This design comes from an exercise in tuning for small area on the open sky130 flow, not from production work. RTL that was checked went through simulation tests only; none was proved equivalent to the original. Only the layout flow was run in run 3; the RTL was not checked for function there.

<file path="flow/flow/run.sh">
#!/bin/bash
# Layout flow: the standard flow (standard.sh) with
#  - synthesis by flow/synth.tcl: the standard synthesis with its combinational
#    logic mapped for area (registers unchanged; see synth.tcl),
#  - minimum-size buffers (buf_1) on the ports,
#  - the largest buffers and inverters added to the platform's don't-use list,
#    so that high-fanout nets are repaired with smaller buffers.
# make's full output goes to layout.log here; ORFS's per-step logs stay under orfs/logs.
set -euo pipefail
W=$(pwd)
F=$W/flow
PLATFORM_DONT_USE="sky130_fd_sc_hd__probe_p_8 sky130_fd_sc_hd__probec_p_8 sky130_fd_sc_hd__lpflow_bleeder_1 sky130_fd_sc_hd__lpflow_clkbufkapwr_1 sky130_fd_sc_hd__lpflow_clkbufkapwr_16 sky130_fd_sc_hd__lpflow_clkbufkapwr_2 sky130_fd_sc_hd__lpflow_clkbufkapwr_4 sky130_fd_sc_hd__lpflow_clkbufkapwr_8 sky130_fd_sc_hd__lpflow_clkinvkapwr_1 sky130_fd_sc_hd__lpflow_clkinvkapwr_16 sky130_fd_sc_hd__lpflow_clkinvkapwr_2 sky130_fd_sc_hd__lpflow_clkinvkapwr_4 sky130_fd_sc_hd__lpflow_clkinvkapwr_8 sky130_fd_sc_hd__lpflow_decapkapwr_12 sky130_fd_sc_hd__lpflow_decapkapwr_3 sky130_fd_sc_hd__lpflow_decapkapwr_4 sky130_fd_sc_hd__lpflow_decapkapwr_6 sky130_fd_sc_hd__lpflow_decapkapwr_8 sky130_fd_sc_hd__lpflow_inputiso0n_1 sky130_fd_sc_hd__lpflow_inputiso0p_1 sky130_fd_sc_hd__lpflow_inputiso1n_1 sky130_fd_sc_hd__lpflow_inputiso1p_1 sky130_fd_sc_hd__lpflow_inputisolatch_1 sky130_fd_sc_hd__lpflow_isobufsrc_1 sky130_fd_sc_hd__lpflow_isobufsrc_16 sky130_fd_sc_hd__lpflow_isobufsrc_2 sky130_fd_sc_hd__lpflow_isobufsrc_4 sky130_fd_sc_hd__lpflow_isobufsrc_8 sky130_fd_sc_hd__lpflow_isobufsrckapwr_16 sky130_fd_sc_hd__lpflow_lsbuf_lh_hl_isowell_tap_1 sky130_fd_sc_hd__lpflow_lsbuf_lh_hl_isowell_tap_2 sky130_fd_sc_hd__lpflow_lsbuf_lh_hl_isowell_tap_4 sky130_fd_sc_hd__lpflow_lsbuf_lh_isowell_4 sky130_fd_sc_hd__lpflow_lsbuf_lh_isowell_tap_1 sky130_fd_sc_hd__lpflow_lsbuf_lh_isowell_tap_2 sky130_fd_sc_hd__lpflow_lsbuf_lh_isowell_tap_4"
EXTRA_DONT_USE="sky130_fd_sc_hd__buf_8 sky130_fd_sc_hd__buf_12 sky130_fd_sc_hd__buf_16 sky130_fd_sc_hd__bufinv_8 sky130_fd_sc_hd__bufinv_16 sky130_fd_sc_hd__inv_12 sky130_fd_sc_hd__inv_16 sky130_fd_sc_hd__clkinv_16 sky130_fd_sc_hd__bufbuf_8 sky130_fd_sc_hd__bufbuf_16"
bash standard.sh SYNTH_SCRIPT=$F/synth.tcl \
  "BUFFER_PORTS_ARGS=-buffer_cell sky130_fd_sc_hd__buf_1" \
  "DONT_USE_CELLS=$PLATFORM_DONT_USE $EXTRA_DONT_USE" \
  finish > $W/layout.log 2>&1
</file>
<file path="flow/flow/area.abc">
strash; &get -n; &dch; &nf -a -R 1000; &put; topo
</file>
<file path="flow/flow/synth.tcl">
# The standard synthesis script (synth_recipe.tcl) with three changes that
# touch only the combinational logic:
#  - Yosys's synth runs with -noabc (no intermediate generic ABC pass),
#  - ORFS's half/full-adder extraction (extract_fa) is skipped,
#  - the final ABC technology mapping uses flow/area.abc, an area-oriented
#    script, in place of ORFS's speed script.
# Every register, its name and its cell type are those of the standard synthesis.
set area_abc_script [file join [file dirname [file normalize [info script]]] area.abc]
proc synth {args} { yosys synth -nofsm -noshare -noabc {*}$args }
proc extract_fa {args} { puts "extract_fa skipped" }
proc abc {args} {
  set i [lsearch -exact $args -script]
  if { $i >= 0 } { set args [lreplace $args $i [expr {$i + 1}] -script $::area_abc_script] }
  yosys abc {*}$args
}
source $::env(SCRIPTS_DIR)/synth.tcl
# left out here: clear keep_hierarchy, flatten, clean up, hide names made inside functions, write 1_2_yosys.v
</file>
<file path="flow/standard.sh">
#!/bin/bash
# synth_recipe.tcl (not shown) runs the flow's synth.tcl, then flattens the netlist and writes it again
# the make line also repeats each setting of config.mk as NAME=value (left out here)
make -C /OpenROAD-flow-scripts/flow DESIGN_CONFIG=/design/flow/config.mk WORK_HOME=/design/flow/orfs CLKGATE_MAP_FILE= SYNTH_SCRIPT=/design/flow/synth_recipe.tcl "${@:-finish}"
</file>
<file path="flow/config.mk">
export PLATFORM = sky130hd
export DESIGN_NAME = clefia_ks_gfn12
export DESIGN_NICKNAME = clefia_ks_gfn12
export VERILOG_FILES = /design/flow/design.v
export SDC_FILE = /design/flow/constraint.sdc
export NUM_CORES = 4
export LEC_CHECK = 0
export CAP_MARGIN = 20
export CORE_MARGIN = 2
export CORE_UTILIZATION = 60
export CTS_BUF_LIST = sky130_fd_sc_hd__clkbuf_4 sky130_fd_sc_hd__clkbuf_8
export CTS_CLUSTER_DIAMETER = 90
export CTS_CLUSTER_SIZE = 14
export GPL_TIMING_DRIVEN = 0
export SLEW_MARGIN = 20
</file>
<file path="flow/constraint.sdc">
create_clock -name core_clock -period 8.0 [get_ports {clk}]
set_input_delay 1.6000 -clock core_clock [delete_from_list [all_inputs] [get_ports {clk}]]
set_output_delay 1.6000 -clock core_clock [all_outputs]
set_load 0.01 [all_outputs]
</file>
<file path="flow/design.v">
module clefia_gfn4_round
(
    input  logic [127:0] t_i,
    input  logic [31:0]  rk0_i,
    input  logic [31:0]  rk1_i,
    output logic [127:0] t_c_o
);
    localparam logic [63:0] SS0 = 64'he6ca872fb14059d3;
    localparam logic [63:0] SS1 = 64'h640d2ba39cef8751;
    localparam logic [63:0] SS2 = 64'hb85ea64cf72310d9;
    localparam logic [63:0] SS3 = 64'ha26d345e0789bfc1;
    function automatic logic [3:0] gf4_x2(input logic [3:0] a);
        gf4_x2 = {a[2:0], 1'b0} ^ (a[3] ? 4'h3 : 4'h0);
    endfunction
    function automatic logic [7:0] sbox0(input logic [7:0] x);
        logic [3:0] t0, t1, u0, u1;
        logic [3:0] i0, i1, i2, i3;
        i0 = ~x[7:4];
        i1 = ~x[3:0];
        t0 = SS0[4*i0 +: 4];
        t1 = SS1[4*i1 +: 4];
        u0 = t0 ^ gf4_x2(t1);
        u1 = gf4_x2(t0) ^ t1;
        i2 = ~u0;
        i3 = ~u1;
        sbox0 = {SS2[4*i2 +: 4], SS3[4*i3 +: 4]};
    endfunction
    logic [31:0] t0, t1, t2, t3;
    logic [31:0] x0, x2;       
    logic [31:0] y0, y2;       
    logic [31:0] f0, f2;       
    assign {t0, t1, t2, t3} = t_i;
    assign x0 = rk0_i ^ t0;
    assign x2 = rk1_i ^ t2;
    assign y0[31:24] = sbox0(x0[31:24]);
    clefia_s1 u_s1_01 (.x(x0[23:16]), .y(y0[23:16]));
    assign y0[15:8] = sbox0(x0[15:8]);
    clefia_s1 u_s1_03 (.x(x0[7:0]), .y(y0[7:0]));
    clefia_m0 u_m0 (.t(t1), .y(y0), .f(f0));
    clefia_s1 u_s1_10 (.x(x2[31:24]), .y(y2[31:24]));
    assign y2[23:16] = sbox0(x2[23:16]);
    clefia_s1 u_s1_12 (.x(x2[15:8]), .y(y2[15:8]));
    assign y2[7:0] = sbox0(x2[7:0]);
    clefia_m1 u_m1 (.t(t3), .y(y2), .f(f2));
    assign t_c_o = {f0, t2, f2, t0};
endmodule
module clefia_s1 (input logic [7:0] x, output logic [7:0] y);
    logic T1, T2, T3, T4, T6, T8, T9, T10, T13, T14, T15, T16, T17, T19, T20, T22, T23, T24, T25, T26, T27, U7;
    logic a0, a1, a2, a3, a4, a5, a6, a7, a8, a9, a10, a11, a12, a13, a14, a15, a16, a17, a18, a19, a20, a21, a22, a23;
    logic M1, M2, M3, M4, M5, M6, M7, M8, M9, M10, M11, M12, M13, M14, M15, M16, M17, M18, M19, M20, M21, M22, M23, M24, M25, M26, M27, M28, M29, M30, M31, M32, M33, M34, M35, M36, M37, M38, M39, M40, M41, M42, M43, M44, M45, M46, M47, M48, M49, M50, M51, M52, M53, M54, M55, M56, M57, M58, M59, M60, M61, M62, M63;
    logic b0, b1, b2, b3, b4, b5, b6, b7, b8, b9, b10, b11, b12, b13, b14, b15, b16, b17, b18, b19, b20, b21, b22, b23, b24, b25, b26, b27, b28;
    assign a0 = x[2] ^ x[3];
    assign a1 = x[1] ^ x[4];
    assign a2 = x[6] ^ x[7];
    assign a3 = x[0] ^ a0;
    assign a4 = x[0] ^ x[1];
    assign a5 = x[5] ^ a2;
    assign a6 = x[0] ^ x[4];
    assign a7 = a0 ^ a1;
    assign a8 = x[3] ^ a1;
    assign a9 = x[5] ^ x[7];
    assign a10 = x[1] ^ a0;
    assign a11 = x[5] ^ x[6];
    assign a12 = x[3] ^ x[7];
    assign a13 = a2 ^ a8;
    assign a14 = a2 ^ a7;
    assign a15 = a1 ^ a9;
    assign a16 = x[0] ^ a1;
    assign a17 = a0 ^ a11;
    assign a18 = a5 ^ a10;
    assign a19 = x[7] ^ a0;
    assign a20 = a6 ^ a12;
    assign a21 = x[1] ^ a3;
    assign a22 = a3 ^ a11;
    assign a23 = x[5] ^ a8;
    assign T1 = a1;
    assign T2 = ~a6;
    assign T3 = a10;
    assign T4 = ~a4;
    assign T6 = a13;
    assign T8 = x[2];
    assign T9 = ~a19;
    assign T10 = ~a12;
    assign T13 = ~a3;
    assign T14 = a9;
    assign T15 = a15;
    assign T16 = ~a5;
    assign T17 = a17;
    assign T19 = a16;
    assign T20 = x[0];
    assign T22 = a21;
    assign T23 = ~a7;
    assign T24 = a20;
    assign T25 = a22;
    assign T26 = ~a18;
    assign T27 = ~a23;
    assign U7 = a14;
    assign M1 = T13 & T6;
    assign M2 = T23 & T8;
    assign M3 = T14 ^ M1;
    assign M4 = T19 & U7;
    assign M5 = M4 ^ M1;
    assign M6 = T3 & T16;
    assign M7 = T22 & T9;
    assign M8 = T26 ^ M6;
    assign M9 = T20 & T17;
    assign M10 = M9 ^ M6;
    assign M11 = T1 & T15;
    assign M12 = T4 & T27;
    assign M13 = M12 ^ M11;
    assign M14 = T2 & T10;
    assign M15 = M14 ^ M11;
    assign M16 = M3 ^ M2;
    assign M17 = M5 ^ T24;
    assign M18 = M8 ^ M7;
    assign M19 = M10 ^ M15;
    assign M20 = M16 ^ M13;
    assign M21 = M17 ^ M15;
    assign M22 = M18 ^ M13;
    assign M23 = M19 ^ T25;
    assign M24 = M22 ^ M23;
    assign M25 = M22 & M20;
    assign M26 = M21 ^ M25;
    assign M27 = M20 ^ M21;
    assign M28 = M23 ^ M25;
    assign M29 = M28 & M27;
    assign M30 = M26 & M24;
    assign M31 = M20 & M23;
    assign M32 = M27 & M31;
    assign M33 = M27 ^ M25;
    assign M34 = M21 & M22;
    assign M35 = M24 & M34;
    assign M36 = M24 ^ M25;
    assign M37 = M21 ^ M29;
    assign M38 = M32 ^ M33;
    assign M39 = M23 ^ M30;
    assign M40 = M35 ^ M36;
    assign M41 = M38 ^ M40;
    assign M42 = M37 ^ M39;
    assign M43 = M37 ^ M38;
    assign M44 = M39 ^ M40;
    assign M45 = M42 ^ M41;
    assign M46 = M44 & T6;
    assign M47 = M40 & T8;
    assign M48 = M39 & U7;
    assign M49 = M43 & T16;
    assign M50 = M38 & T9;
    assign M51 = M37 & T17;
    assign M52 = M42 & T15;
    assign M53 = M45 & T27;
    assign M54 = M41 & T10;
    assign M55 = M44 & T13;
    assign M56 = M40 & T23;
    assign M57 = M39 & T19;
    assign M58 = M43 & T3;
    assign M59 = M38 & T22;
    assign M60 = M37 & T20;
    assign M61 = M42 & T1;
    assign M62 = M45 & T4;
    assign M63 = M41 & T2;
    assign b0 = M59 ^ M63;
    assign b1 = M60 ^ b0;
    assign b2 = M53 ^ b1;
    assign b3 = M50 ^ b2;
    assign b4 = M58 ^ M62;
    assign b5 = M49 ^ M52;
    assign b6 = M55 ^ M56;
    assign b7 = M61 ^ b6;
    assign b8 = M48 ^ M54;
    assign b9 = M59 ^ M61;
    assign b10 = b4 ^ b9;
    assign b11 = M51 ^ M54;
    assign b12 = M47 ^ b8;
    assign b13 = M62 ^ b2;
    assign b14 = M46 ^ M49;
    assign b15 = b8 ^ b14;
    assign b16 = M57 ^ b4;
    assign b17 = b7 ^ b15;
    assign b18 = M62 ^ b1;
    assign b19 = b12 ^ b13;
    assign b20 = b5 ^ b11;
    assign b21 = M55 ^ b0;
    assign b22 = b10 ^ b20;
    assign b23 = M62 ^ b5;
    assign b24 = b5 ^ b7;
    assign b25 = b3 ^ b24;
    assign b26 = b3 ^ b17;
    assign b27 = b16 ^ b21;
    assign b28 = b3 ^ b23;
    assign y[0] = ~b18;
    assign y[1] = b10;
    assign y[2] = b26;
    assign y[3] = ~b25;
    assign y[4] = b27;
    assign y[5] = ~b19;
    assign y[6] = ~b22;
    assign y[7] = b28;
endmodule
module clefia_m0 (input logic [31:0] t, input logic [31:0] y, output logic [31:0] f);
    logic s0, s1, s2, s3, s4, s5, s6, s7, s8, s9, s10, s11, s12, s13, s14, s15, s16, s17, s18, s19, s20, s21, s22, s23, s24, s25, s26, s27, s28, s29, s30, s31, s32, s33, s34, s35, s36, s37, s38, s39, s40, s41, s42, s43, s44, s45, s46, s47, s48, s49, s50, s51, s52, s53, s54, s55, s56, s57, s58, s59, s60, s61, s62, s63, s64, s65, s66, s67, s68, s69, s70, s71, s72, s73, s74, s75, s76, s77, s78, s79, s80, s81, s82, s83, s84, s85, s86, s87, s88, s89, s90, s91, s92, s93, s94, s95, s96, s97, s98, s99, s100, s101, s102, s103, s104, s105, s106, s107, s108, s109, s110, s111, s112, s113, s114, s115, s116, s117, s118, s119, s120, s121, s122, s123, s124, s125, s126, s127, s128, s129, s130, s131, s132, s133, s134, s135, s136, s137, s138, s139, s140, s141, s142, s143;
    assign s0 = y[16] ^ y[0];
    assign s1 = y[17] ^ y[1];
    assign s2 = y[18] ^ y[2];
    assign s3 = y[19] ^ y[3];
    assign s4 = y[20] ^ y[4];
    assign s5 = y[21] ^ y[5];
    assign s6 = y[22] ^ y[6];
    assign s7 = y[23] ^ y[7];
    assign s8 = y[24] ^ y[8];
    assign s9 = y[25] ^ y[9];
    assign s10 = y[26] ^ y[10];
    assign s11 = y[27] ^ y[11];
    assign s12 = y[28] ^ y[12];
    assign s13 = y[29] ^ y[13];
    assign s14 = y[30] ^ y[14];
    assign s15 = y[31] ^ y[15];
    assign s16 = y[8] ^ y[0];
    assign s17 = y[9] ^ y[1];
    assign s18 = y[10] ^ y[2];
    assign s19 = y[11] ^ y[3];
    assign s20 = y[12] ^ y[4];
    assign s21 = y[13] ^ y[5];
    assign s22 = y[14] ^ y[6];
    assign s23 = y[15] ^ y[7];
    assign s24 = y[24] ^ y[16];
    assign s25 = y[25] ^ y[17];
    assign s26 = y[26] ^ y[18];
    assign s27 = y[27] ^ y[19];
    assign s28 = y[28] ^ y[20];
    assign s29 = y[29] ^ y[21];
    assign s30 = y[30] ^ y[22];
    assign s31 = y[31] ^ y[23];
    assign s32 = s1 ^ s7;
    assign s33 = s2 ^ s7;
    assign s34 = s3 ^ s7;
    assign s35 = s9 ^ s15;
    assign s36 = s10 ^ s15;
    assign s37 = s11 ^ s15;
    assign s38 = s22 ^ s23;
    assign s39 = s16 ^ s22;
    assign s40 = s17 ^ s38;
    assign s41 = s18 ^ s38;
    assign s42 = s19 ^ s23;
    assign s43 = s30 ^ s31;
    assign s44 = s24 ^ s30;
    assign s45 = s25 ^ s43;
    assign s46 = s26 ^ s43;
    assign s47 = s27 ^ s31;
    assign s48 = t[24] ^ y[24];
    assign s49 = s7 ^ s22;
    assign s50 = s48 ^ s49;
    assign s51 = t[25] ^ y[25];
    assign s52 = s0 ^ s23;
    assign s53 = s51 ^ s52;
    assign s54 = t[26] ^ y[26];
    assign s55 = s32 ^ s39;
    assign s56 = s54 ^ s55;
    assign s57 = t[27] ^ y[27];
    assign s58 = s33 ^ s40;
    assign s59 = s57 ^ s58;
    assign s60 = t[28] ^ y[28];
    assign s61 = s34 ^ s41;
    assign s62 = s60 ^ s61;
    assign s63 = t[29] ^ y[29];
    assign s64 = s4 ^ s42;
    assign s65 = s63 ^ s64;
    assign s66 = t[30] ^ y[30];
    assign s67 = s5 ^ s20;
    assign s68 = s66 ^ s67;
    assign s69 = t[31] ^ y[31];
    assign s70 = s6 ^ s21;
    assign s71 = s69 ^ s70;
    assign s72 = t[16] ^ y[16];
    assign s73 = s15 ^ s22;
    assign s74 = s72 ^ s73;
    assign s75 = t[17] ^ y[17];
    assign s76 = s8 ^ s23;
    assign s77 = s75 ^ s76;
    assign s78 = t[18] ^ y[18];
    assign s79 = s35 ^ s39;
    assign s80 = s78 ^ s79;
    assign s81 = t[19] ^ y[19];
    assign s82 = s36 ^ s40;
    assign s83 = s81 ^ s82;
    assign s84 = t[20] ^ y[20];
    assign s85 = s37 ^ s41;
    assign s86 = s84 ^ s85;
    assign s87 = t[21] ^ y[21];
    assign s88 = s12 ^ s42;
    assign s89 = s87 ^ s88;
    assign s90 = t[22] ^ y[22];
    assign s91 = s13 ^ s20;
    assign s92 = s90 ^ s91;
    assign s93 = t[23] ^ y[23];
    assign s94 = s14 ^ s21;
    assign s95 = s93 ^ s94;
    assign s96 = t[8] ^ y[8];
    assign s97 = s7 ^ s30;
    assign s98 = s96 ^ s97;
    assign s99 = t[9] ^ y[9];
    assign s100 = s0 ^ s31;
    assign s101 = s99 ^ s100;
    assign s102 = t[10] ^ y[10];
    assign s103 = s32 ^ s44;
    assign s104 = s102 ^ s103;
    assign s105 = t[11] ^ y[11];
    assign s106 = s33 ^ s45;
    assign s107 = s105 ^ s106;
    assign s108 = t[12] ^ y[12];
    assign s109 = s34 ^ s46;
    assign s110 = s108 ^ s109;
    assign s111 = t[13] ^ y[13];
    assign s112 = s4 ^ s47;
    assign s113 = s111 ^ s112;
    assign s114 = t[14] ^ y[14];
    assign s115 = s5 ^ s28;
    assign s116 = s114 ^ s115;
    assign s117 = t[15] ^ y[15];
    assign s118 = s6 ^ s29;
    assign s119 = s117 ^ s118;
    assign s120 = t[0] ^ y[0];
    assign s121 = s15 ^ s30;
    assign s122 = s120 ^ s121;
    assign s123 = t[1] ^ y[1];
    assign s124 = s8 ^ s31;
    assign s125 = s123 ^ s124;
    assign s126 = t[2] ^ y[2];
    assign s127 = s35 ^ s44;
    assign s128 = s126 ^ s127;
    assign s129 = t[3] ^ y[3];
    assign s130 = s36 ^ s45;
    assign s131 = s129 ^ s130;
    assign s132 = t[4] ^ y[4];
    assign s133 = s37 ^ s46;
    assign s134 = s132 ^ s133;
    assign s135 = t[5] ^ y[5];
    assign s136 = s12 ^ s47;
    assign s137 = s135 ^ s136;
    assign s138 = t[6] ^ y[6];
    assign s139 = s13 ^ s28;
    assign s140 = s138 ^ s139;
    assign s141 = t[7] ^ y[7];
    assign s142 = s14 ^ s29;
    assign s143 = s141 ^ s142;
    assign f[0] = s122;
    assign f[1] = s125;
    assign f[2] = s128;
    assign f[3] = s131;
    assign f[4] = s134;
    assign f[5] = s137;
    assign f[6] = s140;
    assign f[7] = s143;
    assign f[8] = s98;
    assign f[9] = s101;
    assign f[10] = s104;
    assign f[11] = s107;
    assign f[12] = s110;
    assign f[13] = s113;
    assign f[14] = s116;
    assign f[15] = s119;
    assign f[16] = s74;
    assign f[17] = s77;
    assign f[18] = s80;
    assign f[19] = s83;
    assign f[20] = s86;
    assign f[21] = s89;
    assign f[22] = s92;
    assign f[23] = s95;
    assign f[24] = s50;
    assign f[25] = s53;
    assign f[26] = s56;
    assign f[27] = s59;
    assign f[28] = s62;
    assign f[29] = s65;
    assign f[30] = s68;
    assign f[31] = s71;
endmodule
module clefia_m1 (input logic [31:0] t, input logic [31:0] y, output logic [31:0] f);
    logic s0, s1, s2, s3, s4, s5, s6, s7, s8, s9, s10, s11, s12, s13, s14, s15, s16, s17, s18, s19, s20, s21, s22, s23, s24, s25, s26, s27, s28, s29, s30, s31, s32, s33, s34, s35, s36, s37, s38, s39, s40, s41, s42, s43, s44, s45, s46, s47, s48, s49, s50, s51, s52, s53, s54, s55, s56, s57, s58, s59, s60, s61, s62, s63, s64, s65, s66, s67, s68, s69, s70, s71, s72, s73, s74, s75, s76, s77, s78, s79, s80, s81, s82, s83, s84, s85, s86, s87, s88, s89, s90, s91, s92, s93, s94, s95, s96, s97, s98, s99, s100, s101, s102, s103, s104, s105, s106, s107, s108, s109, s110, s111, s112, s113, s114, s115, s116, s117, s118, s119, s120, s121, s122, s123, s124, s125, s126, s127, s128, s129, s130, s131, s132, s133, s134, s135, s136, s137, s138, s139, s140, s141, s142, s143, s144, s145, s146, s147, s148, s149;
    assign s0 = y[16] ^ y[0];
    assign s1 = y[17] ^ y[1];
    assign s2 = y[18] ^ y[2];
    assign s3 = y[19] ^ y[3];
    assign s4 = y[20] ^ y[4];
    assign s5 = y[21] ^ y[5];
    assign s6 = y[22] ^ y[6];
    assign s7 = y[23] ^ y[7];
    assign s8 = y[24] ^ y[8];
    assign s9 = y[25] ^ y[9];
    assign s10 = y[26] ^ y[10];
    assign s11 = y[27] ^ y[11];
    assign s12 = y[28] ^ y[12];
    assign s13 = y[29] ^ y[13];
    assign s14 = y[30] ^ y[14];
    assign s15 = y[31] ^ y[15];
    assign s16 = y[8] ^ y[0];
    assign s17 = y[9] ^ y[1];
    assign s18 = y[10] ^ y[2];
    assign s19 = y[11] ^ y[3];
    assign s20 = y[12] ^ y[4];
    assign s21 = y[13] ^ y[5];
    assign s22 = y[14] ^ y[6];
    assign s23 = y[15] ^ y[7];
    assign s24 = y[24] ^ y[16];
    assign s25 = y[25] ^ y[17];
    assign s26 = y[26] ^ y[18];
    assign s27 = y[27] ^ y[19];
    assign s28 = y[28] ^ y[20];
    assign s29 = y[29] ^ y[21];
    assign s30 = y[30] ^ y[22];
    assign s31 = y[31] ^ y[23];
    assign s32 = s5 ^ s7;
    assign s33 = s0 ^ s5;
    assign s34 = s6 ^ s33;
    assign s35 = s1 ^ s6;
    assign s36 = s32 ^ s35;
    assign s37 = s2 ^ s6;
    assign s38 = s7 ^ s37;
    assign s39 = s3 ^ s7;
    assign s40 = s13 ^ s15;
    assign s41 = s8 ^ s13;
    assign s42 = s14 ^ s41;
    assign s43 = s9 ^ s14;
    assign s44 = s40 ^ s43;
    assign s45 = s10 ^ s14;
    assign s46 = s15 ^ s45;
    assign s47 = s11 ^ s15;
    assign s48 = s17 ^ s23;
    assign s49 = s18 ^ s23;
    assign s50 = s19 ^ s23;
    assign s51 = s25 ^ s31;
    assign s52 = s26 ^ s31;
    assign s53 = s27 ^ s31;
    assign s54 = t[24] ^ y[24];
    assign s55 = s5 ^ s23;
    assign s56 = s54 ^ s55;
    assign s57 = t[25] ^ y[25];
    assign s58 = s6 ^ s16;
    assign s59 = s57 ^ s58;
    assign s60 = t[26] ^ y[26];
    assign s61 = s32 ^ s48;
    assign s62 = s60 ^ s61;
    assign s63 = t[27] ^ y[27];
    assign s64 = s34 ^ s49;
    assign s65 = s63 ^ s64;
    assign s66 = t[28] ^ y[28];
    assign s67 = s36 ^ s50;
    assign s68 = s66 ^ s67;
    assign s69 = t[29] ^ y[29];
    assign s70 = s38 ^ s20;
    assign s71 = s69 ^ s70;
    assign s72 = t[30] ^ y[30];
    assign s73 = s39 ^ s21;
    assign s74 = s72 ^ s73;
    assign s75 = t[31] ^ y[31];
    assign s76 = s4 ^ s22;
    assign s77 = s75 ^ s76;
    assign s78 = t[16] ^ y[16];
    assign s79 = s13 ^ s23;
    assign s80 = s78 ^ s79;
    assign s81 = t[17] ^ y[17];
    assign s82 = s14 ^ s16;
    assign s83 = s81 ^ s82;
    assign s84 = t[18] ^ y[18];
    assign s85 = s40 ^ s48;
    assign s86 = s84 ^ s85;
    assign s87 = t[19] ^ y[19];
    assign s88 = s42 ^ s49;
    assign s89 = s87 ^ s88;
    assign s90 = t[20] ^ y[20];
    assign s91 = s44 ^ s50;
    assign s92 = s90 ^ s91;
    assign s93 = t[21] ^ y[21];
    assign s94 = s46 ^ s20;
    assign s95 = s93 ^ s94;
    assign s96 = t[22] ^ y[22];
    assign s97 = s47 ^ s21;
    assign s98 = s96 ^ s97;
    assign s99 = t[23] ^ y[23];
    assign s100 = s12 ^ s22;
    assign s101 = s99 ^ s100;
    assign s102 = t[8] ^ y[8];
    assign s103 = s5 ^ s31;
    assign s104 = s102 ^ s103;
    assign s105 = t[9] ^ y[9];
    assign s106 = s6 ^ s24;
    assign s107 = s105 ^ s106;
    assign s108 = t[10] ^ y[10];
    assign s109 = s32 ^ s51;
    assign s110 = s108 ^ s109;
    assign s111 = t[11] ^ y[11];
    assign s112 = s34 ^ s52;
    assign s113 = s111 ^ s112;
    assign s114 = t[12] ^ y[12];
    assign s115 = s36 ^ s53;
    assign s116 = s114 ^ s115;
    assign s117 = t[13] ^ y[13];
    assign s118 = s38 ^ s28;
    assign s119 = s117 ^ s118;
    assign s120 = t[14] ^ y[14];
    assign s121 = s39 ^ s29;
    assign s122 = s120 ^ s121;
    assign s123 = t[15] ^ y[15];
    assign s124 = s4 ^ s30;
    assign s125 = s123 ^ s124;
    assign s126 = t[0] ^ y[0];
    assign s127 = s13 ^ s31;
    assign s128 = s126 ^ s127;
    assign s129 = t[1] ^ y[1];
    assign s130 = s14 ^ s24;
    assign s131 = s129 ^ s130;
    assign s132 = t[2] ^ y[2];
    assign s133 = s40 ^ s51;
    assign s134 = s132 ^ s133;
    assign s135 = t[3] ^ y[3];
    assign s136 = s42 ^ s52;
    assign s137 = s135 ^ s136;
    assign s138 = t[4] ^ y[4];
    assign s139 = s44 ^ s53;
    assign s140 = s138 ^ s139;
    assign s141 = t[5] ^ y[5];
    assign s142 = s46 ^ s28;
    assign s143 = s141 ^ s142;
    assign s144 = t[6] ^ y[6];
    assign s145 = s47 ^ s29;
    assign s146 = s144 ^ s145;
    assign s147 = t[7] ^ y[7];
    assign s148 = s12 ^ s30;
    assign s149 = s147 ^ s148;
    assign f[0] = s128;
    assign f[1] = s131;
    assign f[2] = s134;
    assign f[3] = s137;
    assign f[4] = s140;
    assign f[5] = s143;
    assign f[6] = s146;
    assign f[7] = s149;
    assign f[8] = s104;
    assign f[9] = s107;
    assign f[10] = s110;
    assign f[11] = s113;
    assign f[12] = s116;
    assign f[13] = s119;
    assign f[14] = s122;
    assign f[15] = s125;
    assign f[16] = s80;
    assign f[17] = s83;
    assign f[18] = s86;
    assign f[19] = s89;
    assign f[20] = s92;
    assign f[21] = s95;
    assign f[22] = s98;
    assign f[23] = s101;
    assign f[24] = s56;
    assign f[25] = s59;
    assign f[26] = s62;
    assign f[27] = s65;
    assign f[28] = s68;
    assign f[29] = s71;
    assign f[30] = s74;
    assign f[31] = s77;
endmodule
module clefia_ks_gfn12
(
    input  logic               clk,
    input  logic               rst,
    input  logic               start,
    input  logic [127:0]       key,
    output logic [3:0]         Round,
    input  logic [63:0]        CON,
    output logic               busy,
    output logic               done,
    output logic [127:0]       L
);
    logic [127:0] t_q;
    logic [127:0] t_rnd;
    logic [3:0]   round_q;
    logic [127:0] l_q;
    logic         done_q;
    logic         run_c, load_c, last_c;
    assign run_c  = |round_q;
    assign last_c = round_q[3] & round_q[2];
    assign load_c = ~run_c & ~done_q;
    clefia_gfn4_round u_round (
        .t_i    (t_q),
        .rk0_i  (CON[63:32]),
        .rk1_i  (CON[31:0]),
        .t_c_o  (t_rnd)
    );
    always_ff @(posedge clk) begin
        t_q <= ({128{run_c}} & t_rnd) | ({128{load_c}} & key);
    end
    always_ff @(posedge clk) begin
        if (rst) begin
            round_q <= 4'd0;
            done_q  <= 1'b0;
            l_q     <= '0;
        end else begin
            done_q <= last_c;
            if (last_c)
                round_q <= 4'd0;
            else if (run_c)
                round_q <= round_q + 4'd1;
            else if (start && !done_q)
                round_q <= 4'd1;
            if (last_c)
                l_q <= {t_rnd[31:0], t_rnd[127:32]};
        end
    end
    assign Round = round_q;
    assign busy  = run_c;
    assign done  = done_q;
    assign L     = l_q;
endmodule
</file>
==> impl_metrics.csv, run 1 <==
group,metric,value,unit
run_status,status,"no timing/DRC/antenna violations",
synth,netlist_area,15700,µm²
grt,grt_overflow_total,0,
layout,utilization,69.2,%
worst_setup_path,crit_type,"primary input to flop",
synth,ys_ff_latch,261,
synth,synth_nets,1962,
layout,final_nets,2328,
cts,postCtsHoldBufs,0,
timing,finalClockSkew,0.0270,ns
die,die_h,166,µm
drt,wl_per_cell,19.8,µm
layout,area_growth,14.1,%
cts,clock_sinks,261,
synth,seq_area_frac_synth,33.4,%
worst_setup_path,cp_max_fo,6,
drt,via_per_inst,5.55,
worst_setup_path,r2r-start,"t_q[113]",
grt,grt_first_pass_wirelength,71400,µm
drt,post-route-drc-count,0,
grt,grt_start_max_net_pins,73,
timing,drv_slew,0,
worst_setup_path,cp.arrival,8.12,ns
synth,ys_types,27,
cts,clk_latency,0.58,ns
job,cap_viol_max_count,0,
layout,fin_cells,2471,
cts,cts_buffer_depth,3,
grt,use_met1,47.6,%
cts,cts_buffers,22,
grt,grt_util_met2,55.8,%
synth,ys.warnings.count,2,
worst_hold_path,worstHoldStart,"l_q[2]",
die,ios,329,
drt,drtPass1Iterations,7,
die,rows,59,
die,start_util,60.6,%
worst_hold_path,min_path_type,"flop to flop",
placement,dpl.hpwl,38900,µm
timing,timing.fmax,130,MHz
grt,grt_antenna_before_repair,2,
timing,period_minus_slack,7.70,ns
layout,drive_above_1_share,2.39,%
die,fp.dieW,166,µm
die,coreArea,25800,µm²
timing,relSlewSlack,41.5,%
worst_setup_path,setup.worst_path.start_class,"primary input",
synth,netlist_instances,1767,
placement,place.gp.congestion,0.971,
cts,cts_root_buf,"clkbuf_8",
grt,grt_util_met3,4.92,%
synth,avgSynthCellArea,8.86,µm²
grt,top_usage_layer,"met2",
cts,cts_tree,"built",
drt,dr_total_vias,13719,
drt,drt_iter0_drc,1117,
timing,hold_viol,0,
cts,cts.htree.levels,1,
grt,grt_use_total,34.3,%
timing,finalCritPeriodShare,96.3,%
grt,grt_pass1_vias,12590,
worst_setup_path,cp.required,8.41,ns
worst_setup_path,endpoint_kind,"flop",
timing,rsz0062_at_grt,"no",
die,dieArea,27400,µm²
drt,final_antenna_net_count,0,
drt,wirelength,49000,µm
timing,setup_viol,0,
placement,port_buffers,328,
placement,placedCellCount,2444,
timing,worstMarginPinSlew,0.871,ns
cts,cts.clk_slew.worst_paths,0.10,ns
worst_setup_path,startpoint,"CON[49]",
==> cells in the mapped netlist <==
master,instances,share of area (%)
o21ai_0,145,4.6
a211oi_1,2,0.096
nand3_1,3,0.096
or2_0,7,0.28
a21o_1,3,0.14
nand2_1,202,4.8
mux2i_1,5,0.32
a31oi_1,9,0.36
xor2_1,222,12
a211o_1,1,0.056
and2_0,2,0.080
xnor2_1,496,28
o211ai_1,1,0.048
a2bb2oi_1,1,0.056
dfxtp_1,261,33
nor3_1,4,0.13
a22o_1,138,7.7
nor2_1,148,3.5
a21boi_0,4,0.19
clkinv_1,17,0.41
nor4_1,1,0.040
o22ai_1,6,0.24
mux2_1,1,0.072
nor2b_1,18,0.72
nand2b_1,19,0.76
o31ai_1,2,0.096
a21oi_1,49,1.6
==> cell type report <==
| type | instances | area, µm² |
|---|---|---|
| Fill cell | 2245 | 7970 |
| Inverter | 17 | 73.8 |
| Multi-Input combinational cell | 1489 | 10400 |
| Sequential cell | 261 | 5230 |
| Clock inverter | 1 | 7.51 |
| Timing Repair Buffer | 342 | 1370 |
| Clock buffer | 24 | 324 |
| Antenna cell | 2 | 5.00 |
| Tap cell | 335 | 419 |
==> registers in the layout, indices dropped and copies added, names as in the netlist <==
register / count
l_q: 128
t_q: 128
round_q: 4
done_q: 1
==> worst paths after layout <==
path | slack, ns | cells after the start | to
worst max register to register | 1.06 | 22 | l_q[68]
worst max-delay path | 0.30 | 23 | l_q[68]
worst min-delay path | 0.46 | 2 | l_q[2]
worst min register to register | 0.46 | 2 | l_q[2]
==> through the flow <==
stage                     setup slack [ns]  setup TNS, ns  hold WS [ns]  cell area, µm²
final                                0.296              0         0.462           17900
after global routing                0.0409              0         0.489           17900
after CTS                            0.278              0         0.464           17800
after detailed placement            -0.322          -3.00         0.442           17500
after global placement               -6.91       -1093.23         0.435           17300
after floorplan                     -0.106          -1.25         0.483           15700
==> critical path, stage by stage <==
cell      delay, ns
buf_1          0.08
xnor2_1        0.41
xnor2_1        0.35
xnor2_1        0.40
xor2_1         0.26
nor2_1         0.09
xnor2_1        0.18
xnor2_1        0.36
clkinv_1       0.11
a21oi_1        0.18
xor2_1         0.43
xnor2_1        0.24
nor2_1         0.10
xnor2_1        0.26
xor2_1         0.29
xor2_1         0.29
xnor2_1        0.21
xnor2_1        0.47
xor2_1         0.54
xnor2_1        0.24
xnor2_1        0.22
xnor2_1        0.59
o21ai_0        0.21
==> cells in the final DEF (no fill, tap or decap), drive strengths merged <==
cell type    n
or2          7
a211o        1
clkbuf      24
nor2b       18
buf        342
nand2b      19
clkinvlp     1
nor2       148
mux2         1
a21oi       49
o31ai        2
a22o       138
clkinv      17
nor4         1
diode        2
a21boi       4
a21o         3
a2bb2oi      1
dfxtp      261
o211ai       1
nor3         4
and2         2
nand3        3
a211oi       2
mux2i        5
o21ai      145
nand2      202
xnor2      496
xor2       222
a31oi        9
o22ai        6
==> cells by family (layout without fill, tap and decap cells) <==
| group | count (synthesis) | after routing | share of synthesized area, % |
|---|---|---|---|
| muxes | 6 | 6 | 0.391 |
| xor gates and xnor gates | 718 | 718 | 40.2 |
| AOI/OAI and AO/OA | 361 | 361 | 15.2 |
| buffers and inverters | 17 | 384 | 0.407 |
| other | 0 | 2 | 0 |
| and+or+nand+nor | 404 | 404 | 10.5 |
| DFF | 261 | 261 | 33.4 |
==> repair_timing <==
item                       in CTS  in global routing
setup endpoints to repair       0                 21
gates resized for setup         0                  4
setup buffers                   0                  0
==> layer usage <==
metal	wire length [µm]	vias to the layer above
met5	0	-
met3	3730	73
met2	22000	566
li1	-	6592
met1	21700	6488
met4	1510	0
==> inputs of run 2 (changes only) <==
--- a/flow/flow/run.sh
+++ b/flow/flow/run.sh
@@ -10,7 +10,7 @@
 W=$(pwd)
 F=$W/flow
 PLATFORM_DONT_USE="sky130_fd_sc_hd__probe_p_8 sky130_fd_sc_hd__probec_p_8 sky130_fd_sc_hd__lpflow_bleeder_1 sky130_fd_sc_hd__lpflow_clkbufkapwr_1 sky130_fd_sc_hd__lpflow_clkbufkapwr_16 sky130_fd_sc_hd__lpflow_clkbufkapwr_2 sky130_fd_sc_hd__lpflow_clkbufkapwr_4 sky130_fd_sc_hd__lpflow_clkbufkapwr_8 sky130_fd_sc_hd__lpflow_clkinvkapwr_1 sky130_fd_sc_hd__lpflow_clkinvkapwr_16 sky130_fd_sc_hd__lpflow_clkinvkapwr_2 sky130_fd_sc_hd__lpflow_clkinvkapwr_4 sky130_fd_sc_hd__lpflow_clkinvkapwr_8 sky130_fd_sc_hd__lpflow_decapkapwr_12 sky130_fd_sc_hd__lpflow_decapkapwr_3 sky130_fd_sc_hd__lpflow_decapkapwr_4 sky130_fd_sc_hd__lpflow_decapkapwr_6 sky130_fd_sc_hd__lpflow_decapkapwr_8 sky130_fd_sc_hd__lpflow_inputiso0n_1 sky130_fd_sc_hd__lpflow_inputiso0p_1 sky130_fd_sc_hd__lpflow_inputiso1n_1 sky130_fd_sc_hd__lpflow_inputiso1p_1 sky130_fd_sc_hd__lpflow_inputisolatch_1 sky130_fd_sc_hd__lpflow_isobufsrc_1 sky130_fd_sc_hd__lpflow_isobufsrc_16 sky130_fd_sc_hd__lpflow_isobufsrc_2 sky130_fd_sc_hd__lpflow_isobufsrc_4 sky130_fd_sc_hd__lpflow_isobufsrc_8 sky130_fd_sc_hd__lpflow_isobufsrckapwr_16 sky130_fd_sc_hd__lpflow_lsbuf_lh_hl_isowell_tap_1 sky130_fd_sc_hd__lpflow_lsbuf_lh_hl_isowell_tap_2 sky130_fd_sc_hd__lpflow_lsbuf_lh_hl_isowell_tap_4 sky130_fd_sc_hd__lpflow_lsbuf_lh_isowell_4 sky130_fd_sc_hd__lpflow_lsbuf_lh_isowell_tap_1 sky130_fd_sc_hd__lpflow_lsbuf_lh_isowell_tap_2 sky130_fd_sc_hd__lpflow_lsbuf_lh_isowell_tap_4"
-EXTRA_DONT_USE="sky130_fd_sc_hd__buf_8 sky130_fd_sc_hd__buf_12 sky130_fd_sc_hd__buf_16 sky130_fd_sc_hd__bufinv_8 sky130_fd_sc_hd__bufinv_16 sky130_fd_sc_hd__inv_12 sky130_fd_sc_hd__inv_16 sky130_fd_sc_hd__clkinv_16 sky130_fd_sc_hd__bufbuf_8 sky130_fd_sc_hd__bufbuf_16"
+EXTRA_DONT_USE="sky130_fd_sc_hd__buf_8 sky130_fd_sc_hd__buf_12 sky130_fd_sc_hd__buf_16 sky130_fd_sc_hd__bufinv_8 sky130_fd_sc_hd__bufinv_16 sky130_fd_sc_hd__inv_12 sky130_fd_sc_hd__inv_16 sky130_fd_sc_hd__clkinv_16"
 bash standard.sh SYNTH_SCRIPT=$F/synth.tcl \
   "BUFFER_PORTS_ARGS=-buffer_cell sky130_fd_sc_hd__buf_1" \
   "DONT_USE_CELLS=$PLATFORM_DONT_USE $EXTRA_DONT_USE" \
--- a/flow/config.mk
+++ b/flow/config.mk
@@ -9,7 +9,7 @@
 export CORE_MARGIN = 2
 export CORE_UTILIZATION = 60
 export CTS_BUF_LIST = sky130_fd_sc_hd__clkbuf_4 sky130_fd_sc_hd__clkbuf_8
-export CTS_CLUSTER_DIAMETER = 90
-export CTS_CLUSTER_SIZE = 14
+export CTS_CLUSTER_DIAMETER = 80
+export CTS_CLUSTER_SIZE = 12
 export GPL_TIMING_DRIVEN = 0
 export SLEW_MARGIN = 20
==> run 2 against run 1 <==
Net effect: clock skew barely moved; die area is the same; maximum frequency up 1.5%; sequential share of layout area barely moved; wire length is 0.15% higher; register-to-register slack better by 0.10 ns; hold slack lost 0.0071 ns; flip-flop and latch count did not move; setup slack better by 0.11 ns; critical path depth fell by 1; cell count up 0.12%; synthesized cell count unchanged; critical path type unchanged; largest cell class unchanged; highest routed layer unchanged.
==> impl_metrics.csv, run 2 <==
group,metric,value,unit
synth,synth.area.top_cells,"dfxtp_1 (33%), xnor2_1 (28%), xor2_1 (12%)",
worst_setup_path,crit_type,"primary input to flop",
worst_setup_path,r2r-start,"t_q[97]",
grt,grt_start_max_net_pins,73,
timing,setup_viol,0,
die,rows,59,
grt,grt_pass1_vias,12572,
drt,final_antenna_net_count,0,
job,cap_viol_max_count,0,
die,dieArea,27400,µm²
grt,grt_first_pass_wirelength,71200,µm
drt,post-route-drc-count,0,
placement,placedCellCount,2444,
cts,cts_buffer_depth,3,
drt,wl_per_cell,19.8,µm
synth,synth.most_common_cell,"xnor2_1",
drt,via_per_inst,5.55,
grt,grt_overflow_total,0,
timing,hold_viol,0,
timing,tns,0,ns
worst_setup_path,cp_max_fo,6,
timing,timing.fmax,132,MHz
worst_hold_path,worstHoldStart,"l_q[92]",
placement,place.gp.congestion,0.971,
timing,finalClockSkew,0.0274,ns
grt,grt_use_total,34.4,%
worst_setup_path,reg2reg_depth,21,
synth,ys_types,27,
run_status,status,"no timing/DRC/antenna violations",
placement,place_area,17500,µm²
timing,drv_slew,0,
worst_setup_path,endpoint_kind,"flop",
cts,cts.htree.levels,1,
placement,port_buffers,328,
layout,drive_above_1_share,2.48,%
cts,cts.clk_slew.worst_paths,0.08,ns
die,coreArea,25800,µm²
cts,clock_sinks,261,
timing,period_minus_slack,7.59,ns
cts,cts_tree,"built",
worst_setup_path,reg2reg_to,"l_q[84]",
layout,fin_cells,2474,
worst_setup_path,cp.required,8.44,ns
layout,stdcell_area,17900,µm²
synth,yosys.area.top_type,"dfxtp_1",
grt,grt_antenna_before_repair,4,
synth,synth_edf_count,0,
synth,seq_area_frac_synth,33.4,%
grt,top_usage_layer,"met2",
timing,rsz0062_at_grt,"no",
drt,dr_total_vias,13719,
layout,final_cell_mix,"xnor2_1 (493), buf_1 (328), dfxtp_1 (259), xor2_1 (220), nand2_1 (202)",
placement,post-place-ws,-0.322,ns
grt,use_met1,46.6,%
worst_hold_path,min_path_type,"flop to flop",
worst_setup_path,setup.worst_path.start_class,"primary input",
worst_setup_path,startpoint,"CON[33]",
drt,drt_iter0_drc,1146,
die,die_h,166,µm
synth,yosys_most_used_dff,"dfxtp_1",
layout,final_nets,2331,
grt,grt_util_met2,54.0,%
cts,cts_buffers,25,
synth,netlist_top_cells_count,"xnor2_1 (496), dfxtp_1 (261), xor2_1 (222), nand2_1 (202), nor2_1 (148)",
worst_setup_path,cp.arrival,8.03,ns
cts,cts_root_buf,"clkbuf_8",
drt,wirelength,49100,µm
synth,netlist_instances,1767,
synth,netlist_area,15700,µm²
synth,ys.warnings.count,2,
timing,worstMarginPinSlew,0.854,ns
synth,async_reset_ff_share,0,%
timing,relSlewSlack,42.6,%
worst_setup_path,rrSetupSlack,1.16,ns
layout,area_growth,14.3,%
die,ios,329,
layout,reg_top3,"l_q x128, t_q x128, round_q x4",
placement,dpl.hpwl,38900,µm
worst_hold_path,hold_path_depth,2,
grt,grt_util_met3,6.87,%
die,start_util,60.6,%
synth,synth_top_area_share,33.4,%
die,fp.dieW,166,µm
worst_hold_path,min_to,"l_q[92]",
layout,layout_commonest_cell,"xnor2_1",
timing,finalCritPeriodShare,94.9,%
synth,synth_nets,1962,
timing,setup_ws,0.410,ns
synth,ys_ff_latch,261,
synth,avgSynthCellArea,8.86,µm²
drt,drtPass1Iterations,5,
cts,clk_latency,0.58,ns
## run 2: changes by cell type in the layout (fill, tap and decap cells not counted)
cell,delta
diode_2,+2
clkinvlp_4,-1
clkbuf_8,+2
clkbuf_4,-1
xnor2_2,+1
clkinv_2,+1
xnor2_1,-1
## run 2: layout make-up
cell class | instances | area (µm²)
clock inverters | 1 | 5.00
multi-input cells | 1489 | 10400
clock buffers | 25 | 344
repair buffers | 342 | 1370
fillers | 2262 | 7940
well taps | 335 | 419
diodes | 4 | 10.0
flip-flops and latches | 261 | 5230
inverters | 17 | 73.8
## run 2: cells by family after synthesis
group | synth area share, %
AO/OA/AOI/OAI | 15.2
XOR/XNOR | 40.2
buffers and inverters | 0.407
flip-flops | 33.4
multiplexers | 0.391
AND/OR/NAND/NOR | 10.5
## run 2: through the flow
stage	util, %	hold WS [ns]
after floorplan	-	0.483
after global placement	67.1	0.435
after detailed placement	67.7	0.442
after CTS	69.1	0.462
after global routing	69.3	0.487
final	69.3	0.455
## run 2: worst max path at each step
stage,to,cells after the start
after floorplan,t_q[114],4
final,l_q[84],22
after global placement,t_q[104],5
after detailed placement,l_q[84],22
after CTS,l_q[84],22
after global routing,l_q[92],22
## run 2: routing by layer
metal	routed length [µm]	share of wire, %
met5	0	0
met4	1890	3.9
met1	21200	43
met3	4520	9.2
met2	21500	44
## run 2: critical path, cell delays in order
cell	delay, ns
buf_1	0.08
xnor2_1	0.40
xor2_2	0.39
xor2_1	0.37
xnor2_1	0.22
nor2_1	0.12
xor2_1	0.18
xnor2_1	0.37
nand2b_1	0.16
xnor2_1	0.21
mux2i_1	0.42
xor2_1	0.34
xnor2_1	0.14
nor2_1	0.36
xor2_1	0.19
xnor2_1	0.55
xnor2_1	0.38
xnor2_2	0.45
xor2_1	0.30
xnor2_1	0.19
xnor2_1	0.44
o21ai_0	0.16
## run 2: timing repair
| item | 4_1_cts | 5_1_grt |
|---|---|---|
| buffers inserted | 0 | 0 |
| hold buffers | 0 | 0 |
| resized for setup | 0 | 5 |
| setup endpoints to repair | 0 | 22 |
==> inputs of run 3 (changes only) <==
--- a/flow/design.v
+++ b/flow/design.v
@@ -46,54 +46,51 @@
 endmodule
 module clefia_s1 (input logic [7:0] x, output logic [7:0] y);
     logic T1, T2, T3, T4, T6, T8, T9, T10, T13, T14, T15, T16, T17, T19, T20, T22, T23, T24, T25, T26, T27, U7;
-    logic a0, a1, a2, a3, a4, a5, a6, a7, a8, a9, a10, a11, a12, a13, a14, a15, a16, a17, a18, a19, a20, a21, a22, a23;
+    logic a0, a1, a2, a3, a4, a5, a6, a7, a8, a9, a10, a11, a12, a13, a14, a15, a16, a17, a18, a19, a20;
     logic M1, M2, M3, M4, M5, M6, M7, M8, M9, M10, M11, M12, M13, M14, M15, M16, M17, M18, M19, M20, M21, M22, M23, M24, M25, M26, M27, M28, M29, M30, M31, M32, M33, M34, M35, M36, M37, M38, M39, M40, M41, M42, M43, M44, M45, M46, M47, M48, M49, M50, M51, M52, M53, M54, M55, M56, M57, M58, M59, M60, M61, M62, M63;
     logic b0, b1, b2, b3, b4, b5, b6, b7, b8, b9, b10, b11, b12, b13, b14, b15, b16, b17, b18, b19, b20, b21, b22, b23, b24, b25, b26, b27, b28;
-    assign a0 = x[2] ^ x[3];
-    assign a1 = x[1] ^ x[4];
-    assign a2 = x[6] ^ x[7];
-    assign a3 = x[0] ^ a0;
-    assign a4 = x[0] ^ x[1];
-    assign a5 = x[5] ^ a2;
-    assign a6 = x[0] ^ x[4];
-    assign a7 = a0 ^ a1;
-    assign a8 = x[3] ^ a1;
-    assign a9 = x[5] ^ x[7];
-    assign a10 = x[1] ^ a0;
-    assign a11 = x[5] ^ x[6];
-    assign a12 = x[3] ^ x[7];
-    assign a13 = a2 ^ a8;
-    assign a14 = a2 ^ a7;
-    assign a15 = a1 ^ a9;
-    assign a16 = x[0] ^ a1;
-    assign a17 = a0 ^ a11;
-    assign a18 = a5 ^ a10;
-    assign a19 = x[7] ^ a0;
-    assign a20 = a6 ^ a12;
-    assign a21 = x[1] ^ a3;
-    assign a22 = a3 ^ a11;
-    assign a23 = x[5] ^ a8;
-    assign T1 = a1;
-    assign T2 = ~a6;
-    assign T3 = a10;
-    assign T4 = ~a4;
+    assign a0 = x[0] ^ x[1];
+    assign a1 = x[0] ^ x[4];
+    assign a2 = x[1] ^ x[4];
+    assign a3 = x[0] ^ a2;
+    assign a4 = x[3] ^ x[7];
+    assign a5 = x[2] ^ a4;
+    assign a6 = a1 ^ a4;
+    assign a7 = x[5] ^ x[7];
+    assign a8 = a2 ^ a7;
+    assign a9 = a4 ^ a8;
+    assign a10 = x[6] ^ a7;
+    assign a11 = a5 ^ a10;
+    assign a12 = x[0] ^ a11;
+    assign a13 = a9 ^ a10;
+    assign a14 = a8 ^ a11;
+    assign a15 = x[2] ^ x[3];
+    assign a16 = x[0] ^ a15;
+    assign a17 = x[1] ^ a15;
+    assign a18 = a0 ^ a15;
+    assign a19 = a2 ^ a15;
+    assign a20 = a10 ^ a17;
+    assign T1 = a2;
+    assign T2 = ~a1;
+    assign T3 = a17;
+    assign T4 = ~a0;
     assign T6 = a13;
     assign T8 = x[2];
-    assign T9 = ~a19;
-    assign T10 = ~a12;
-    assign T13 = ~a3;
-    assign T14 = a9;
-    assign T15 = a15;
-    assign T16 = ~a5;
-    assign T17 = a17;
-    assign T19 = a16;
+    assign T9 = ~a5;
+    assign T10 = ~a4;
+    assign T13 = ~a16;
+    assign T14 = a7;
+    assign T15 = a8;
+    assign T16 = ~a10;
+    assign T17 = a11;
+    assign T19 = a3;
     assign T20 = x[0];
-    assign T22 = a21;
-    assign T23 = ~a7;
-    assign T24 = a20;
-    assign T25 = a22;
-    assign T26 = ~a18;
-    assign T27 = ~a23;
+    assign T22 = a18;
+    assign T23 = ~a19;
+    assign T24 = a6;
+    assign T25 = a12;
+    assign T26 = ~a20;
+    assign T27 = ~a9;
     assign U7 = a14;
     assign M1 = T13 & T6;
     assign M2 = T23 & T8;
==> run 3 against run 2 <==
Net effect: final area down 0.11%; area after synthesis down 0.62%; maximum frequency down 0.28%; clock skew down 0.0020 ns; still clean on timing, DRC and antenna; wire length down 0.70%; non-clock buffer count up 2; via count about the same; flip-flop and latch count unchanged; sequential share of layout area about the same; synthesized cell count down 1.2%; critical endpoint is now l_q[90].
==> impl_metrics.csv, run 3 <==
group,metric,value,unit
layout,drive_above_1_share,2.88,%
timing,drv_slew,0,
grt,grt_antenna_before_repair,2,
timing,tns,0,ns
cts,clock_sinks,261,
synth,ys_ff_latch,261,
grt,top_usage_layer,"met2",
drt,via_per_inst,5.61,
drt,final_antenna_net_count,0,
timing,period_minus_slack,7.61,ns
grt,grt_first_pass_wirelength,72100,µm
synth,async_reset_ff_share,0,%
grt,grt_start_max_net_pins,75,
placement,port_buffers,328,
grt,grt_util_met2,55.8,%
worst_setup_path,cp_slowest_cell,"xnor2_1",
drt,dr_total_vias,13721,
die,start_util,61.5,%
die,die_h,165,µm
synth,synth.most_common_cell,"xnor2_1",
worst_setup_path,critPathMaxStageDelay,0.66,ns
worst_setup_path,worstPathCellList,"buf_1, xor2_1, xor2_1, xnor2_1, xnor2_1, nor2_1, xnor2_1, xnor2_1, xnor2_1, nor2b_1, xnor2_1, mux2i_1, o21ai_0, xor2_1, nor2_1, xor2_1, xnor2_1, xnor2_1, xor2_2, xor2_1, xnor2_1, xnor2_1, o21ai_0",
worst_setup_path,crit_type,"primary input to flop",
worst_setup_path,cp.arrival,8.05,ns
layout,fin_cells,2447,
placement,placedCellCount,2417,
layout,multi_input_area,10400,µm²
drt,drtPass1Iterations,8,
synth,yosys_most_used_dff,"dfxtp_1",
timing,worstMarginPinSlew,0.943,ns
synth,avgSynthCellArea,8.92,µm²
cts,cts.clk_slew.worst_paths,0.08,ns
drt,drt_iter0_drc,1247,
worst_setup_path,cp.required,8.44,ns
worst_hold_path,worstHoldStart,"l_q[85]",
grt,grt_overflow_total,0,
layout,seq_area,5230,µm²
worst_setup_path,r2r-start,"t_q[97]",
timing,setup_viol,0,
layout,layout_commonest_cell,"xnor2_1",
timing,finalClockSkew,0.0254,ns
worst_setup_path,setup.worst_path.start_class,"primary input",
placement,place.gp.congestion,0.988,
die,coreArea,25300,µm²
timing,relSlewSlack,36.7,%
cts,clk_latency,0.58,ns
timing,timing.fmax,131,MHz
synth,synth_nets,1940,
synth,synth.area.top_cells,"dfxtp_1 (34%), xnor2_1 (28%), xor2_1 (12%)",
layout,final_nets,2311,
synth,netlist_area,15600,µm²
synth,yosys.area.top_type,"dfxtp_1",
cts,cts_tree,"built",
cts,cts_buffer_depth,3,
layout,fill_cells,2174,
placement,place_area,17400,µm²
drt,wl_per_cell,19.9,µm
die,rows,58,
grt,grt_util_met3,6.94,%
die,fp.dieW,165,µm
timing,finalCritPeriodShare,95.1,%
grt,grt_use_total,34.7,%
synth,ys_types,32,
die,dieArea,27200,µm²
synth,netlist_instances,1745,
cts,cts.htree.levels,1,
layout,reg_top3,"l_q x128, t_q x128, round_q x4",
layout,stdcell_area,17900,µm²
worst_hold_path,hold_path_depth,2,
layout,utilization,70.6,%
worst_setup_path,rrSetupSlack,1.00,ns
cts,cts_root_buf,"clkbuf_8",
cts,cts_buffers,25,
worst_hold_path,min_to,"l_q[85]",
run_status,status,"no timing/DRC/antenna violations",
synth,seq_area_frac_synth,33.6,%
worst_setup_path,endpoint_kind,"flop",
layout,final_cell_mix,"xnor2_1 (482), buf_1 (328), dfxtp_1 (261), xor2_1 (204), nand2_1 (182)",
synth,synth_top_area_share,33.6,%
worst_setup_path,cpMostUsedCell,"xnor2_1",
worst_setup_path,reg2reg_depth,22,
grt,grt_pass1_vias,13017,
drt,post-route-drc-count,0,
synth,synth_edf_count,0,
synth,ys.warnings.count,2,
die,ios,329,
layout,area_growth,14.9,%
worst_setup_path,cp_max_fo,5,
timing,hold_viol,0,
job,cap_viol_max_count,0,
placement,dpl.hpwl,38000,µm
synth,netlist_top_cells_count,"xnor2_1 (490), dfxtp_1 (261), xor2_1 (209), nand2_1 (182), nor2_1 (148)",
worst_setup_path,reg2reg_to,"l_q[90]",
grt,use_met1,45.4,%
worst_hold_path,min_path_type,"flop to flop",
drt,wirelength,48700,µm
run 3: cell count changes after synthesis, moves of 3 or more:
cell,change
nand2_1,-20
xor2_1,-13
xnor2_1,-6
clkinv_1,+5
a22o_1,+4
nor2b_1,+4
or2_0,-3
run 3: cells by family (layout without fill, tap and decap cells):
group / after synthesis / in the layout / share of synthesized area, %
compound gates: 369 / 369 / 15.7
simple gates: 386 / 386 / 10.2
mux: 6 / 6 / 0.402
buf+inv: 22 / 392 / 0.531
flops: 261 / 261 / 33.6
other cells: 0 / 2 / 0
xor+xnor: 701 / 701 / 39.6
run 3: worst max-delay path: cells and delay by family:
kind	cells	cell delay [ns]
XOR/XNOR	16	5.02
AND/OR/NAND/NOR	3	0.61
AO/OA/AOI/OAI	2	0.37
multiplexers	1	0.33
buffers and inverters	1	0.09
run 3: final cells by class:
type / instances / share of cell area, %
Antenna cell: 2 / 0.0280
Clock buffer: 25 / 1.92
Clock inverter: 1 / 0.0280
Inverter: 22 / 0.518
Multi-Input combinational cell: 1462 / 58.1
Sequential cell: 261 / 29.2
Tap cell: 330 / 2.31
Timing Repair Buffer: 344 / 7.86
run 3: per-layer routing:
layer,wire (µm),up-vias
li1,-,6551
met1,20300,6464
met2,21900,605
met3,4320,101
met4,2200,0
met5,0,-
run 3: per-stage QoR:
stage	setup slack, ns	hold slack [ns]
5_1_grt	-0.0268	0.488
2_1_floorplan	0.614	0.483
4_1_cts	0.264	0.461
6_report	0.389	0.461
3_3_place_gp	-5.14	0.432
3_5_place_dp	-0.239	0.440
run 3: worst max path at each step:
stage                     from        to  slack, ns  depth (start not counted)
floorplan           round_q[3]  t_q[113]       0.61                          4
global placement    round_q[3]   t_q[64]      -5.14                          4
detailed placement      CON[9]    l_q[5]      -0.24                         22
CTS                    CON[25]    l_q[2]       0.26                         24
global route           CON[33]   l_q[83]      -0.03                         23
finish                 CON[33]   l_q[90]       0.39                         23
run 3: repair_timing:
action,CTS,global route
endpoints found under the setup margin,0,31
hold buffers,0,0
resized for setup,0,14
buffers inserted,0,2

## separate check: timing with driven ports
The results above use ideal ports. As a check the final layouts listed here were re-extracted and re-timed, cells and wires unchanged.
Step 1 sets driving cells, clkbuf_16 on the clock port and buf_2 on the other inputs (assumed; they add their load-dependent delay and slew).
Step 2 times the ports against the registers' clock, not the clock port: input delays grow and output delays shrink by t, the midpoint of the rising clock arrivals with the driver on.
Three values: ideal ports, drivers, drivers and shift; two values: the first two.
| run | shift t [ns] | setup slack, ns | worst setup path after step 2 | clock arrival spread, ns | worst slew at a driven data input, ns |
|---|---|---|---|---|---|
| run 1 | 0.609 | 0.296 / 0.319 / -0.291 | input to register | 0.027 / 0.027 | 0.08 |
| run 2 | 0.607 | 0.410 / 0.418 / -0.189 | input to register | 0.028 / 0.028 | 0.10 |
| run 3 | 0.617 | 0.389 / 0.414 / -0.203 | input to register | 0.026 / 0.025 | 0.11 |
Met with ideal ports but missed after step 2: setup timing in every run listed. For run 2, which loses most, drivers alone change the setup slack by +0.008 ns; drivers and shift together by -0.599 ns.
